Context: an optimization exercise on an open-source flow, tuned for small area, a short achievable clock period and few clock cycles per item. The choices shown serve that exercise and are no tape-out recipe. Only simulation tests tie the RTL to the original design; equivalence was not proved.

run 1:
// softsign_activation_top
module softsign_activation_top (
  input  logic                           clk,
  input  logic                           rst_n,
  input  logic                           in_tvalid,
  output logic                           in_tready,
  input  logic [ssa_pkg::SAMPLE_W-1:0]   in_tdata,
  output logic                           out_tvalid,
  input  logic                           out_tready,
  output logic [ssa_pkg::RESULT_W-1:0]   out_tdata,
  input  logic                           cfg_psel,
  input  logic                           cfg_penable,
  input  logic                           cfg_pwrite,
  input  logic [ssa_pkg::CFG_ADDR_W-1:0] cfg_paddr,
  input  logic [ssa_pkg::CFG_DATA_W-1:0] cfg_pwdata,
  output logic [ssa_pkg::CFG_DATA_W-1:0] cfg_prdata,
  output logic                           cfg_pready
);
clock: 6.5 ns
lec_check: 0
abc_area: 1
cap_margin: 20
core_margin: 2
core_utilization: 40
setup_slack_margin: 4.0
slew_margin: 20
run.sh (not shown) runs the stock make flow with config.mk's settings and CLKGATE_MAP_FILE= SYNTH_SCRIPT=/design/flow/synth_recipe.tcl, a recipe that flattens the netlist after the stock synthesis.
Run 1 completed; timing, DRC and antenna clean
Testbench counts of run 1, summed over its fixed seeds: cycles 16,288, items 16,000.
Here is what was changed in the inputs of run 2 compared with run 1.
-- flow/config.mk --
<<< run 1, line 11
export CORE_UTILIZATION = 40
export SETUP_SLACK_MARGIN = 4.0
export SLEW_MARGIN = 20
>>> run 2, line 11
export CORE_UTILIZATION = 40
export SETUP_SLACK_MARGIN = 3.0
export SLEW_MARGIN = 20
Findings:
Run 2 ends up with lower non-clock buffer count than run 1 does.
Run 2 vs run 1: cell area down in run 2
STATUS final wirelength: run 2 wins against run 1
Delta (run 2 minus run 1): register share of the cell area climbed 9.5 points.
Input changes introduced in run 3 (baseline for comparison: run 2):
-- flow/config.mk --
<<< run 2, line 7
export LEC_CHECK = 0
export ABC_AREA = 1
export CAP_MARGIN = 20
>>> run 3, line 7
export LEC_CHECK = 0
export CAP_MARGIN = 20
<<< run 2, line 11
export CORE_UTILIZATION = 40
export SETUP_SLACK_MARGIN = 3.0
export SLEW_MARGIN = 20
>>> run 3, line 10
export CORE_UTILIZATION = 40
export SETUP_SLACK_MARGIN = 3.25
export SLEW_MARGIN = 20
Findings:
Master of the slowest instance on the critical path = sky130_fd_sc_hd__a2111o_1: run 3; master of the slowest instance on the critical path = sky130_fd_sc_hd__edfxtp_1: run 2
Distinct cell type count of the synthesized netlist ends up higher on run 3.
Changes observed in run 3 relative to run 2: final critical path time including I/O delays and setup now larger; area added between synthesis and finish grew by 13 points.
## Diff of input files: run 4 against run 3
-- flow/config.mk --
<<< run 3, line 10
export CORE_UTILIZATION = 40
export SETUP_SLACK_MARGIN = 3.25
export SLEW_MARGIN = 20
>>> run 4, line 10
export CORE_UTILIZATION = 40
export SETUP_SLACK_MARGIN = 2.0
export SLEW_MARGIN = 20
Run 4 completed every stage of the flow, and the final layout passed the timing, DRC and antenna checks. Delta(non-clock buffer count, run 4 - run 3) < 0. Comparing run 4 and run 3, final design area excluding fillers is higher on run 3. Going from run 3 to run 4, sequential share of layout area moved up, well tap count flat.
diff inputs: run 4 => run 5
-- flow/config.mk --
<<< run 4, line 7
export LEC_CHECK = 0
export CAP_MARGIN = 20
>>> run 5, line 7
export LEC_CHECK = 0
export ABC_AREA = 1
export CAP_MARGIN = 20
<<< run 4, line 10
export CORE_UTILIZATION = 40
export SETUP_SLACK_MARGIN = 2.0
export SLEW_MARGIN = 20
>>> run 5, line 11
export CORE_UTILIZATION = 40
export SETUP_SLACK_MARGIN = 3.25
export SLEW_MARGIN = 20
==> run summary <==
Run 5 finished every step from synthesis to the final layout, and the layout passed the timing, DRC and antenna checks.
In run 5 the sequential share of layout area turned out 2.5 points lower than in run 4.
Run 5 vs run 4, overall routed net length went up by 38%.
Compared to run 4, run 5 shows a wider setup margin.
Run 4 vs run 5, largest family of logic cells by synthesized area: adder cells vs simple AND/OR/NAND/NOR gates
When run 5 is measured against run 4, its count of clock buffers in the final design turns out 12 higher.
Diff run 4 -> run 5: cell area after layout now sits higher; relative area of non-clock buffer cells in the final design rose 0.87 points.

========
## job 101
softsign_activation_top, a different RTL version from the one above (not shown whole).
Size: ~6,600 cells after synthesis, ~1,100 flip-flops.
==> flow/config.mk <==
export PLATFORM = sky130hd
export DESIGN_NAME = softsign_activation_top
export DESIGN_NICKNAME = softsign_activation_top
export VERILOG_FILES = /design/flow/design.v
export SDC_FILE = /design/flow/constraint.sdc
export NUM_CORES = 4
export LEC_CHECK = 0
export ABC_AREA = 1
export CAP_MARGIN = 20
export CORE_MARGIN = 2
export CORE_UTILIZATION = 40
export SETUP_SLACK_MARGIN = 3.5
export SLEW_MARGIN = 20
==> flow/constraint.sdc <==
create_clock -name core_clock -period 6.5 [get_ports {clk}]
set_input_delay 1.3000 -clock core_clock [delete_from_list [all_inputs] [get_ports {clk}]]
set_output_delay 1.3000 -clock core_clock [all_outputs]
set_load 0.01 [all_outputs]
Testbench counts of job 101, summed over its fixed seeds: cycles 16,288, items 16,000.
[inputs] job 102 vs job 101
-- flow/config.mk --
<<< job 101, line 9
export CAP_MARGIN = 20
export CORE_MARGIN = 2
export CORE_UTILIZATION = 40
export SETUP_SLACK_MARGIN = 3.5
export SLEW_MARGIN = 20
>>> job 102, line 9
export CAP_MARGIN = 20
export CORE_MARGIN = 2
export CORE_UTILIZATION = 55
export SETUP_SLACK_MARGIN = 3.5
export SLEW_MARGIN = 20
### Flow results
Final wirelength essentially unchanged between job 102 and job 101. Job 102: share of final-layout standard cells stronger than drive strength 1 0.48 points above job 101. Compared with job 101, in job 102 area of the die moved down, insertion delay to the later sink of the worst-skew pair dropped 0.02 ns, final setup slack of the worst path decreased 0.014 ns, maximum fanout count along the critical path down 1. Delta (job 102 minus job 101): layout inverter count without the clock tree moved up, number of clock buffers in the layout moved down.

========
RTL: one of the versions met above, not the one the previous note started from.
Size: roughly 4800 cells after synthesis.
Settings: LEC_CHECK=0, CAP_MARGIN=20, CORE_MARGIN=2, CORE_UTILIZATION=40, CTS_BUF_LIST=sky130_fd_sc_hd__clkbuf_4 sky130_fd_sc_hd__clkbuf_8, CTS_CLUSTER_SIZE=30, SETUP_SLACK_MARGIN=3.0, SLEW_MARGIN=20; clock period 6.5 ns.
Testbench counts at the start, summed over its fixed seeds: cycles 16,288, items 16,000.
Then changed:
--- a/flow/config.mk
+++ b/flow/config.mk
@@ -9,6 +9,4 @@
 export CORE_MARGIN = 2
 export CORE_UTILIZATION = 40
-export CTS_BUF_LIST = sky130_fd_sc_hd__clkbuf_4 sky130_fd_sc_hd__clkbuf_8
-export CTS_CLUSTER_SIZE = 30
 export SETUP_SLACK_MARGIN = 3.0
 export SLEW_MARGIN = 20
What happened: The changed run went through all stages and came out clean; hold slack improved by 0.017 ns; design area is about the same; critical path depth is unchanged; setup slack got worse by 0.012 ns; non-clock buffer count stays the same; via count drops by 0.84%; register-to-register slack is about the same; routed wire length stays flat; utilization is about the same.

-- static timing again, ports no longer ideal --
In the flow no input, the clock included, has a driving cell. The finished layouts below were timed again as built, in two steps.
Step 1: set_driving_cell puts a clkbuf_16 on clk and a buf_2 on each other input, an assumption about the parent block.
Step 2 also shifts input and output timing later by t, the mid clock arrival at the registers, as if the neighbouring blocks saw the same clock.
Three values: ideal, step 1, step 2; two values: the first two.
run	shift t [ns]	slack for setup (ns)	worst setup path at the end	worst register clock-pin slew, ns
run 1	0.811	3.383 / 3.383 / 3.339	input to register	0.07 / 0.07
run 2	0.795	3.122 / 3.058 / 2.970	input to register	0.07 / 0.07
run 3	0.799	2.779 / 2.779 / 2.593	input to register	0.07 / 0.07
run 4	0.786	2.099 / 2.099 / 2.099	register to register	0.07 / 0.07
run 5	0.808	3.355 / 3.341 / 2.941	input to register	0.07 / 0.07
job 101	0.801	3.471 / 3.471 / 2.991	input to register	0.07 / 0.07
job 102	0.772	3.457 / 3.457 / 3.026	input to register	0.07 / 0.07
the first run of note 3	0.919	2.810 / 2.810 / 2.368	input to register	0.07 / 0.07
the second run of note 3	0.796	2.799 / 2.799 / 2.415	input to register	0.07 / 0.07
After both steps setup and hold are still met in every run listed. The setup slack of job 101, which loses most, moves by 0.000 ns with the drivers and by -0.480 ns with both steps.
